From an optimization exercise on the open Yosys and OpenROAD flow, aimed at small area and a short achievable clock period; shortcuts taken in it are not production practice.
Power is estimated from default activity; no workload was simulated.

Setup of the reference run:
==> flow/design.v (excerpt) <==
module apb_slave_mem_top (
  input  logic        PCLK,
  input  logic        PRESET,
  input  logic        PSEL,
  input  logic        PENABLE,
  input  logic [2:0]  PPROT,
  input  logic        PWRITE,
  input  logic [1:0]  PSTRB,
  input  logic [9:0]  PADDR,
  input  logic [15:0] PWDATA,
  output logic [15:0] PRDATA,
  output logic        PREADY,
  output logic        PSLVERR
);
  logic ph1_q, ph2_q, ph3_q, busy_q;
  logic ready_q, slverr_q;
  logic accept, go_resp, bus_err, busy_d;
  logic [7:0] bus_ra, bus_rb;
  logic [7:0]  ra_q, rb_q;    
  logic [1:0]  slot_q;
  logic        err_q, write_q;
  logic [1:0]  strb_q;
  logic [15:0] wdata_q;
  logic        wpend_q, wpend_d, wfire_q, wfire_d;
  logic [1:0]  wslot_q, wslot_d;
  logic [7:0]  wra_q, wra_d, wfa_q, wrb0_q, wrb1_q;
  logic [15:0] wdat_q;
  logic [1:0]  rot_q;
  logic [15:0] s0_q [64], s1_q [64], s2_q [64], s3_q [64];
  logic [7:0]  nxt_ra, nxt_rb;
  ...
For scale: about 54 I/O pins.
==> module apb_slave_mem_top, before the edit <==
module apb_slave_mem_top (
  input  logic        PCLK,
  input  logic        PRESET,
  input  logic        PSEL,
  input  logic        PENABLE,
  input  logic [2:0]  PPROT,
  input  logic        PWRITE,
  input  logic [1:0]  PSTRB,
  input  logic [9:0]  PADDR,
  input  logic [15:0] PWDATA,
  output logic [15:0] PRDATA,
  output logic        PREADY,
  output logic        PSLVERR
);
  logic ph1_q, ph2_q, ph3_q, busy_q;
  logic ready_q, slverr_q;
  logic accept, go_resp, bus_err, busy_d;
  logic [7:0] bus_ra, bus_rb;
  logic [7:0]  ra_q, rb_q;    
  logic [1:0]  slot_q;
  logic        err_q, write_q;
  logic [1:0]  strb_q;
  logic [15:0] wdata_q;
  logic        wpend_q, wpend_d, wfire_q, wfire_d;
  logic [1:0]  wslot_q, wslot_d;
  logic [7:0]  wra_q, wra_d, wfa_q, wrb0_q, wrb1_q;
  logic [15:0] wdat_q;
  logic [1:0]  rot_q;
  logic [15:0] s0_q [64], s1_q [64], s2_q [64], s3_q [64];
  logic [7:0]  nxt_ra, nxt_rb;
  logic [1:0]  nxt_slot;
  logic        nxt_hit, bus_hit;
  logic [7:0]  ra0_q, bus_ra0;
  logic        hit_q, rd_hit;
  logic [15:0] rd_word, rhold_q, rdata_q;
  logic unused_pprot;
  assign unused_pprot = ^{PPROT[2], PPROT[0], PADDR[0]};
  assign accept  = !busy_q && PSEL && !PENABLE;
  assign go_resp = ph3_q && PSEL;
  assign busy_d  = accept || ((ph1_q || ph2_q) && PSEL);
  assign bus_err = PADDR[9] || (PADDR[8] && PPROT[1]);
  always_comb begin
    for (int i = 0; i < 8; i++) begin
      bus_ra[i] = (PADDR[5:3] == 3'(i));
      bus_rb[i] = (PADDR[8:6] == 3'(i)) && !bus_err;
    end
  end
  always_ff @(posedge PCLK or posedge PRESET) begin
    if (PRESET) begin
      ph1_q    <= 1'b0;
      ph2_q    <= 1'b0;
      ph3_q    <= 1'b0;
      busy_q   <= 1'b0;
      ready_q  <= 1'b0;
      slverr_q <= 1'b0;
    end else begin
      ph1_q    <= accept;
      ph2_q    <= ph1_q && PSEL;
      ph3_q    <= ph2_q && PSEL;
      busy_q   <= busy_d;
      ready_q  <= go_resp;
      slverr_q <= go_resp && err_q;
    end
  end
  assign nxt_ra   = busy_q ? ra_q : bus_ra;
  assign nxt_rb   = busy_q ? rb_q : bus_rb;
  assign nxt_slot = busy_q ? slot_q : PADDR[2:1];
  always_ff @(posedge PCLK) begin
    if (!busy_q) begin
      err_q   <= bus_err;
      write_q <= PWRITE;
      strb_q  <= PSTRB;
      wdata_q <= PWDATA;
    end
  end
  always_ff @(posedge PCLK) begin
    ra_q   <= nxt_ra;
    rb_q   <= nxt_rb;
    slot_q <= nxt_slot;
  end
  always_ff @(posedge PCLK) begin
    rot_q <= rot_q + 2'd1;
  end
  assign wpend_d = (go_resp && write_q && !err_q) || (wpend_q && !wfire_q);
  assign wslot_d = go_resp ? slot_q : wslot_q;
  assign wra_d   = go_resp ? ra_q : wra_q;
  assign wfire_d = wpend_d && (rot_q + 2'd2 == wslot_d);
  always_ff @(posedge PCLK) begin
    wpend_q <= wpend_d;
    wfire_q <= wfire_d;
    wslot_q <= wslot_d;
    wra_q   <= wra_d;
    wfa_q   <= wra_d & {8{wfire_d}};
  end
  always_ff @(posedge PCLK) begin
    if (go_resp) begin
      wrb0_q <= rb_q & {8{strb_q[0]}};
      wrb1_q <= rb_q & {8{strb_q[1]}};
      wdat_q <= wdata_q;
    end
  end
  always_ff @(posedge PCLK) begin
    for (int r = 0; r < 64; r++) begin
      s3_q[r] <= s0_q[r];
      s2_q[r] <= s3_q[r];
      s1_q[r] <= s2_q[r];
      s0_q[r] <= s1_q[r];
      if (wfa_q[r % 8] && wrb0_q[r / 8]) s0_q[r][7:0]  <= wdat_q[7:0];
      if (wfa_q[r % 8] && wrb1_q[r / 8]) s0_q[r][15:8] <= wdat_q[15:8];
    end
  end
  assign nxt_hit = (rot_q + 2'd1 == nxt_slot);
  assign bus_hit = !busy_q && (rot_q == PADDR[2:1]);
  assign bus_ra0 = bus_ra & {8{!busy_q}};
  assign rd_hit  = hit_q || bus_hit;
  always_ff @(posedge PCLK) begin
    ra0_q <= nxt_ra & {8{busy_d}};
    hit_q <= nxt_hit && busy_d;
  end
  logic [63:0]      rd_sel;
  logic [32*16-1:0] rd_pair;
  always_comb begin
    for (int r = 0; r < 64; r++) begin
      rd_sel[r] = (ra0_q[r % 8] && rb_q[r / 8]) || (bus_ra0[r % 8] && bus_rb[r / 8]);
    end
  end
  for (genvar p = 0; p < 32; p++) begin : g_rd_pair
    soc_riscv_apb_slave_mem u_pair (
      .sel_i(rd_sel[2*p +: 2]),
      .w0_i (s0_q[2*p]),
      .w1_i (s0_q[2*p+1]),
      .w_o  (rd_pair[16*p +: 16])
    );
  end
  soc_riscv_apb_wait_gen u_rd_or (
    .w_i(rd_pair),
    .w_o(rd_word)
  );
  always_ff @(posedge PCLK) begin
    rhold_q <= rd_hit ? rd_word : rdata_q;
    rdata_q <= rd_hit ? rd_word : rhold_q;
  end
  assign PREADY  = ready_q;
  assign PSLVERR = slverr_q;
  assign PRDATA  = rdata_q;
endmodule
clock: 5.0 ns
lec_check: 0
cap_margin: 20
core_margin: 2
core_utilization: 65
cts_cluster_diameter: 80
cts_cluster_size: 30
setup_slack_margin: 2.7
slew_margin: 20
synth_hierarchical: 1
run.sh (not shown) runs the stock make flow with config.mk's settings and CLKGATE_MAP_FILE= SYNTH_SCRIPT=/design/flow/synth_recipe.tcl, a recipe that flattens the netlist after the stock synthesis.
[inputs] the trial run vs the reference run
==> flow/design.v <==
module soc_riscv_apb_wait_gen (
  input  logic [32*16-1:0] w_i,
  output logic [15:0]      w_o
);
  always_comb begin
    w_o = '0;
    for (int i = 0; i < 32; i++) w_o = w_o | w_i[16*i +: 16];
  end
endmodule
module soc_riscv_apb_slave_mem (
  input  logic [1:0]  sel_i,
  input  logic [15:0] w0_i,
  input  logic [15:0] w1_i,
  output logic [15:0] w_o
);
  assign w_o = (w0_i & {16{sel_i[0]}}) | (w1_i & {16{sel_i[1]}});
endmodule
module apb_slave_mem_top (
  input  logic        PCLK,
  input  logic        PRESET,
  input  logic        PSEL,
  input  logic        PENABLE,
  input  logic [2:0]  PPROT,
  input  logic        PWRITE,
  input  logic [1:0]  PSTRB,
  input  logic [9:0]  PADDR,
  input  logic [15:0] PWDATA,
  output logic [15:0] PRDATA,
  output logic        PREADY,
  output logic        PSLVERR
);
  logic ph1_q, ph2_q, ph3_q, busy_q;
  logic ready_q, slverr_q;
  logic accept, go_resp, bus_err;
  logic [7:0] bus_ra, bus_rb;
  logic        wpend_q, wpend_d, wfire_q, wfire_d;
  logic [1:0]  wslot_q, wslot_d;
  logic [7:0]  wra_q, wra_d, wfa_q, wrb0_q, wrb1_q;
  logic [15:0] wdat_q;
  logic [1:0]  rot_q;
  logic [15:0] s0_q [64], s1_q [64], s2_q [64], s3_q [64];
  logic        rd_hit;
  logic [15:0] rd_word, rhold_q, rdata_q;
  logic unused_pprot;
  assign unused_pprot = ^{PPROT[2], PPROT[0], PADDR[0]};
  assign accept  = !busy_q && PSEL && !PENABLE;
  assign go_resp = ph3_q && PSEL;
  assign bus_err = PADDR[9] || (PADDR[8] && PPROT[1]);
  always_comb begin
    for (int i = 0; i < 8; i++) begin
      bus_ra[i] = (PADDR[5:3] == 3'(i));
      bus_rb[i] = (PADDR[8:6] == 3'(i)) && !bus_err;
    end
  end
  always_ff @(posedge PCLK or posedge PRESET) begin
    if (PRESET) begin
      ph1_q    <= 1'b0;
      ph2_q    <= 1'b0;
      ph3_q    <= 1'b0;
      busy_q   <= 1'b0;
      ready_q  <= 1'b0;
      slverr_q <= 1'b0;
    end else begin
      ph1_q    <= accept;
      ph2_q    <= ph1_q && PSEL;
      ph3_q    <= ph2_q && PSEL;
      busy_q   <= accept || ((ph1_q || ph2_q) && PSEL);
      ready_q  <= go_resp;
      slverr_q <= go_resp && bus_err;
    end
  end
  always_ff @(posedge PCLK) begin
    rot_q <= rot_q + 2'd1;
  end
  assign wpend_d = (go_resp && PWRITE && !bus_err) || (wpend_q && !wfire_q);
  assign wslot_d = go_resp ? PADDR[2:1] : wslot_q;
  assign wra_d   = go_resp ? bus_ra : wra_q;
  assign wfire_d = wpend_d && (rot_q + 2'd2 == wslot_d);
  always_ff @(posedge PCLK) begin
    wpend_q <= wpend_d;
    wfire_q <= wfire_d;
    wslot_q <= wslot_d;
    wra_q   <= wra_d;
    wfa_q   <= wra_d & {8{wfire_d}};
  end
  always_ff @(posedge PCLK) begin
    if (go_resp) begin
      wrb0_q <= bus_rb & {8{PSTRB[0]}};
      wrb1_q <= bus_rb & {8{PSTRB[1]}};
      wdat_q <= PWDATA;
    end
  end
  always_ff @(posedge PCLK) begin
    for (int r = 0; r < 64; r++) begin
      s3_q[r] <= s0_q[r];
      s2_q[r] <= s3_q[r];
      s1_q[r] <= s2_q[r];
      s0_q[r] <= s1_q[r];
      if (wfa_q[r % 8] && wrb0_q[r / 8]) s0_q[r][7:0]  <= wdat_q[7:0];
      if (wfa_q[r % 8] && wrb1_q[r / 8]) s0_q[r][15:8] <= wdat_q[15:8];
    end
  end
  assign rd_hit = (rot_q == PADDR[2:1]);
  logic [63:0]      rd_sel;
  logic [32*16-1:0] rd_pair;
  always_comb begin
    for (int r = 0; r < 64; r++) rd_sel[r] = bus_ra[r % 8] && bus_rb[r / 8];
  end
  for (genvar p = 0; p < 32; p++) begin : g_rd_pair
    soc_riscv_apb_slave_mem u_pair (
      .sel_i(rd_sel[2*p +: 2]),
      .w0_i (s0_q[2*p]),
      .w1_i (s0_q[2*p+1]),
      .w_o  (rd_pair[16*p +: 16])
    );
  end
  soc_riscv_apb_wait_gen u_rd_or (
    .w_i(rd_pair),
    .w_o(rd_word)
  );
  always_ff @(posedge PCLK) begin
    rhold_q <= rd_hit ? rd_word : rdata_q;
    rdata_q <= rd_hit ? rd_word : rhold_q;
  end
  assign PREADY  = ready_q;
  assign PSLVERR = slverr_q;
  assign PRDATA  = rdata_q;
endmodule
[summary]
The trial run: no failed stages, no open violations at the end
STATUS minimum period implied by the final worst setup slack: the trial run wins against the reference run
Summary: post-route total power, the trial run better than the reference run
The higher share of the cycle needed by the critical path after routing of the trial run and the reference run is in the reference run.
Compared the trial run vs the reference run, and buffers inserted during post-CTS setup optimization is up in the trial run.
Comparing the trial run and the reference run, clock net sink count is lower on the trial run.
Signal arrival time at the worst endpoint for the trial run: 0.61 ns down relative to the reference run
The share of cell area taken by flip-flops and latches reported for the trial run is smaller than that of the reference run by 0.28 points.
No functional check of the RTL was part of any run of this note.

* * *

apb_slave_mem_top, a different RTL version from the one above (not shown whole).
For scale: ~4200 flip-flops, roughly 54 I/O pins.
==> module apb_slave_mem_top, before the edit <==
module apb_slave_mem_top (
  input  logic        PCLK,
  input  logic        PRESET,
  input  logic        PSEL,
  input  logic        PENABLE,
  input  logic [2:0]  PPROT,
  input  logic        PWRITE,
  input  logic [1:0]  PSTRB,
  input  logic [9:0]  PADDR,
  input  logic [15:0] PWDATA,
  output logic [15:0] PRDATA,
  output logic        PREADY,
  output logic        PSLVERR
);
  logic ph1_q, ph2_q, ph3_q, busy_q;
  logic ready_q, slverr_q;
  logic accept, go_resp, bus_err;
  logic [7:0] bus_ra, bus_rb;
  logic        wpend_q, wpend_d, wfire_q, wfire_d;
  logic [1:0]  wslot_q, wslot_d;
  logic [7:0]  wra_q, wra_d, wfa_q, wrb0_q, wrb1_q;
  logic [15:0] wdat_q;
  logic [1:0]  rot_q;
  logic [15:0] s0_q [64], s1_q [64], s2_q [64], s3_q [64];
  logic        rd_hit;
  logic [15:0] rd_word, rhold_q, rdata_q;
  logic unused_pprot;
  assign unused_pprot = ^{PPROT[2], PPROT[0], PADDR[0]};
  assign accept  = !busy_q && PSEL && !PENABLE;
  assign go_resp = ph3_q && PSEL;
  assign bus_err = PADDR[9] || (PADDR[8] && PPROT[1]);
  always_comb begin
    for (int i = 0; i < 8; i++) begin
      bus_ra[i] = (PADDR[5:3] == 3'(i));
      bus_rb[i] = (PADDR[8:6] == 3'(i)) && !bus_err;
    end
  end
  always_ff @(posedge PCLK or posedge PRESET) begin
    if (PRESET) begin
      ph1_q    <= 1'b0;
      ph2_q    <= 1'b0;
      ph3_q    <= 1'b0;
      busy_q   <= 1'b0;
      ready_q  <= 1'b0;
      slverr_q <= 1'b0;
    end else begin
      ph1_q    <= accept;
      ph2_q    <= ph1_q && PSEL;
      ph3_q    <= ph2_q && PSEL;
      busy_q   <= accept || ((ph1_q || ph2_q) && PSEL);
      ready_q  <= go_resp;
      slverr_q <= go_resp && bus_err;
    end
  end
  always_ff @(posedge PCLK) begin
    rot_q <= rot_q + 2'd1;
  end
  assign wpend_d = (go_resp && PWRITE && !bus_err) || (wpend_q && !wfire_q);
  assign wslot_d = go_resp ? PADDR[2:1] : wslot_q;
  assign wra_d   = go_resp ? bus_ra : wra_q;
  assign wfire_d = wpend_d && (rot_q + 2'd2 == wslot_d);
  always_ff @(posedge PCLK) begin
    wpend_q <= wpend_d;
    wfire_q <= wfire_d;
    wslot_q <= wslot_d;
    wra_q   <= wra_d;
    wfa_q   <= wra_d & {8{wfire_d}};
  end
  always_ff @(posedge PCLK) begin
    if (go_resp) begin
      wrb0_q <= bus_rb & {8{PSTRB[0]}};
      wrb1_q <= bus_rb & {8{PSTRB[1]}};
      wdat_q <= PWDATA;
    end
  end
  always_ff @(posedge PCLK) begin
    for (int r = 0; r < 64; r++) begin
      s3_q[r] <= s0_q[r];
      s2_q[r] <= s3_q[r];
      s1_q[r] <= s2_q[r];
      s0_q[r] <= s1_q[r];
      if (wfa_q[r % 8] && wrb0_q[r / 8]) s0_q[r][7:0]  <= wdat_q[7:0];
      if (wfa_q[r % 8] && wrb1_q[r / 8]) s0_q[r][15:8] <= wdat_q[15:8];
    end
  end
  assign rd_hit = (rot_q == PADDR[2:1]);
  always_comb begin
    rd_word = '0;
    for (int r = 0; r < 64; r++) begin
      rd_word = rd_word | (s0_q[r] & {16{bus_ra[r % 8] && bus_rb[r / 8]}});
    end
  end
  always_ff @(posedge PCLK) begin
    if (rd_hit) rhold_q <= rd_word;
  end
  always_ff @(posedge PCLK) begin
    rdata_q <= rd_hit ? rd_word : rhold_q;
  end
  assign PREADY  = ready_q;
  assign PSLVERR = slverr_q;
  assign PRDATA  = rdata_q;
endmodule
export LEC_CHECK = 0
export CAP_MARGIN = 20
export CORE_MARGIN = 2
export CORE_UTILIZATION = 50
export CTS_CLUSTER_DIAMETER = 80
export CTS_CLUSTER_SIZE = 30
export SETUP_SLACK_MARGIN = 2.5
export SLEW_MARGIN = 20
create_clock -name core_clock -period 5.0 [get_ports {PCLK}]
The starting point finished with timing, DRC and antenna clean.
Rerun with:
--- a/flow/design.v
+++ b/flow/design.v
@@ -13,19 +13,28 @@
   output logic        PSLVERR
 );
   logic ph1_q, ph2_q, ph3_q, busy_q;
   logic ready_q, slverr_q;
   logic accept, go_resp, bus_err;
   logic [7:0] bus_ra, bus_rb;
+  logic [7:0]  ra_q, rb_q;    
+  logic [1:0]  slot_q;
+  logic        err_q, write_q;
+  logic [1:0]  strb_q;
+  logic [15:0] wdata_q;
   logic        wpend_q, wpend_d, wfire_q, wfire_d;
   logic [1:0]  wslot_q, wslot_d;
   logic [7:0]  wra_q, wra_d, wfa_q, wrb0_q, wrb1_q;
   logic [15:0] wdat_q;
   logic [1:0]  rot_q;
   logic [15:0] s0_q [64], s1_q [64], s2_q [64], s3_q [64];
-  logic        rd_hit;
+  logic [7:0]  nxt_ra, nxt_rb;
+  logic [1:0]  nxt_slot;
+  logic        nxt_h0, nxt_h3;
+  logic [7:0]  ra0_q, ra3_q;   
+  logic        hit_q;
   logic [15:0] rd_word, rhold_q, rdata_q;
   logic unused_pprot;
   assign unused_pprot = ^{PPROT[2], PPROT[0], PADDR[0]};
   assign accept  = !busy_q && PSEL && !PENABLE;
   assign go_resp = ph3_q && PSEL;
   assign bus_err = PADDR[9] || (PADDR[8] && PPROT[1]);
@@ -46,57 +55,80 @@
     end else begin
       ph1_q    <= accept;
       ph2_q    <= ph1_q && PSEL;
       ph3_q    <= ph2_q && PSEL;
       busy_q   <= accept || ((ph1_q || ph2_q) && PSEL);
       ready_q  <= go_resp;
-      slverr_q <= go_resp && bus_err;
+      slverr_q <= go_resp && err_q;
     end
+  end
+  assign nxt_ra   = busy_q ? ra_q : bus_ra;
+  assign nxt_rb   = busy_q ? rb_q : bus_rb;
+  assign nxt_slot = busy_q ? slot_q : PADDR[2:1];
+  always_ff @(posedge PCLK) begin
+    if (!busy_q) begin
+      err_q   <= bus_err;
+      write_q <= PWRITE;
+      strb_q  <= PSTRB;
+      wdata_q <= PWDATA;
+    end
+  end
+  always_ff @(posedge PCLK) begin
+    ra_q   <= nxt_ra;
+    rb_q   <= nxt_rb;
+    slot_q <= nxt_slot;
   end
   always_ff @(posedge PCLK) begin
     rot_q <= rot_q + 2'd1;
   end
-  assign wpend_d = (go_resp && PWRITE && !bus_err) || (wpend_q && !wfire_q);
-  assign wslot_d = go_resp ? PADDR[2:1] : wslot_q;
-  assign wra_d   = go_resp ? bus_ra : wra_q;
+  assign wpend_d = (go_resp && write_q && !err_q) || (wpend_q && !wfire_q);
+  assign wslot_d = go_resp ? slot_q : wslot_q;
+  assign wra_d   = go_resp ? ra_q : wra_q;
   assign wfire_d = wpend_d && (rot_q + 2'd2 == wslot_d);
   always_ff @(posedge PCLK) begin
     wpend_q <= wpend_d;
     wfire_q <= wfire_d;
     wslot_q <= wslot_d;
     wra_q   <= wra_d;
     wfa_q   <= wra_d & {8{wfire_d}};
   end
   always_ff @(posedge PCLK) begin
     if (go_resp) begin
-      wrb0_q <= bus_rb & {8{PSTRB[0]}};
-      wrb1_q <= bus_rb & {8{PSTRB[1]}};
-      wdat_q <= PWDATA;
+      wrb0_q <= rb_q & {8{strb_q[0]}};
+      wrb1_q <= rb_q & {8{strb_q[1]}};
+      wdat_q <= wdata_q;
     end
   end
   always_ff @(posedge PCLK) begin
     for (int r = 0; r < 64; r++) begin
       s3_q[r] <= s0_q[r];
       s2_q[r] <= s3_q[r];
       s1_q[r] <= s2_q[r];
       s0_q[r] <= s1_q[r];
       if (wfa_q[r % 8] && wrb0_q[r / 8]) s0_q[r][7:0]  <= wdat_q[7:0];
       if (wfa_q[r % 8] && wrb1_q[r / 8]) s0_q[r][15:8] <= wdat_q[15:8];
     end
   end
-  assign rd_hit = (rot_q == PADDR[2:1]);
+  assign nxt_h0 = (rot_q + 2'd1 == nxt_slot);
+  assign nxt_h3 = (rot_q == nxt_slot);
+  always_ff @(posedge PCLK) begin
+    ra0_q <= nxt_ra & {8{nxt_h0}};
+    ra3_q <= nxt_ra & {8{nxt_h3}};
+    hit_q <= nxt_h0 || nxt_h3;
+  end
   always_comb begin
     rd_word = '0;
     for (int r = 0; r < 64; r++) begin
-      rd_word = rd_word | (s0_q[r] & {16{bus_ra[r % 8] && bus_rb[r / 8]}});
+      rd_word = rd_word | (s0_q[r] & {16{ra0_q[r % 8] && rb_q[r / 8]}})
+                        | (s3_q[r] & {16{ra3_q[r % 8] && rb_q[r / 8]}});
     end
   end
   always_ff @(posedge PCLK) begin
-    if (rd_hit) rhold_q <= rd_word;
+    if (hit_q && !ph3_q) rhold_q <= rd_word;
   end
   always_ff @(posedge PCLK) begin
-    rdata_q <= rd_hit ? rd_word : rhold_q;
+    rdata_q <= hit_q ? rd_word : rhold_q;
   end
   assign PREADY  = ready_q;
   assign PSLVERR = slverr_q;
   assign PRDATA  = rdata_q;
 endmodule
Die area goes up by 7.1%.
Wire length goes up by 14%.
Worst hold slack is better by 0.011 ns.
Area after synthesis goes up by 7.2%.
Final cell count goes up by 8.4%.
Clock-buffer cell count goes up by 15.
Final area goes up by 3.7%.
Worst setup slack is worse by 0.50 ns.
Function was not checked in any run of this note: the RTL went through the layout flow alone.

==> separate check: timing with driven ports <==
No port has a modelled driver above. Below, the same layouts with a new extraction and two added sets of constraints.
Step 1: set_driving_cell puts a clkbuf_16 on PCLK and a buf_2 on each other input, an assumption about the parent block.
Step 2 moves the port delays by t, midway between the first and last clock arrival at a register: inputs arrive t later, outputs are due t later. That takes back most of the time a late clock gives input paths.
Slacks: no drivers / after step 1 / after step 2; pairs: no drivers / after step 1.
| run | t (ns) | setup slack, ns | hold WS [ns] | latest minus earliest clock arrival (ns) | pins driven straight from the clock port |
|---|---|---|---|---|---|
| the reference run | 0.903 | 1.696 / 1.696 / 0.933 | 0.324 / 0.324 / 0.324 | 0.030 / 0.030 | 1 |
| the trial run | 0.885 | 2.228 / 2.273 / 1.388 | 0.310 / 0.310 / 0.310 | 0.033 / 0.034 | 1 |
| the first run of note 2 | 0.937 | 2.229 / 2.090 / 1.153 | 0.303 / 0.283 / 0.303 | 0.054 / 0.054 | 1 |
| the second run of note 2 | 0.958 | 1.731 / 1.731 / 1.702 | 0.314 / 0.240 / 0.314 | 0.050 / 0.050 | 1 |
After both steps setup and hold are still met in every run listed. For the first run of note 2, which loses most, drivers alone change the setup slack by -0.139 ns; drivers and shift together by -1.076 ns.
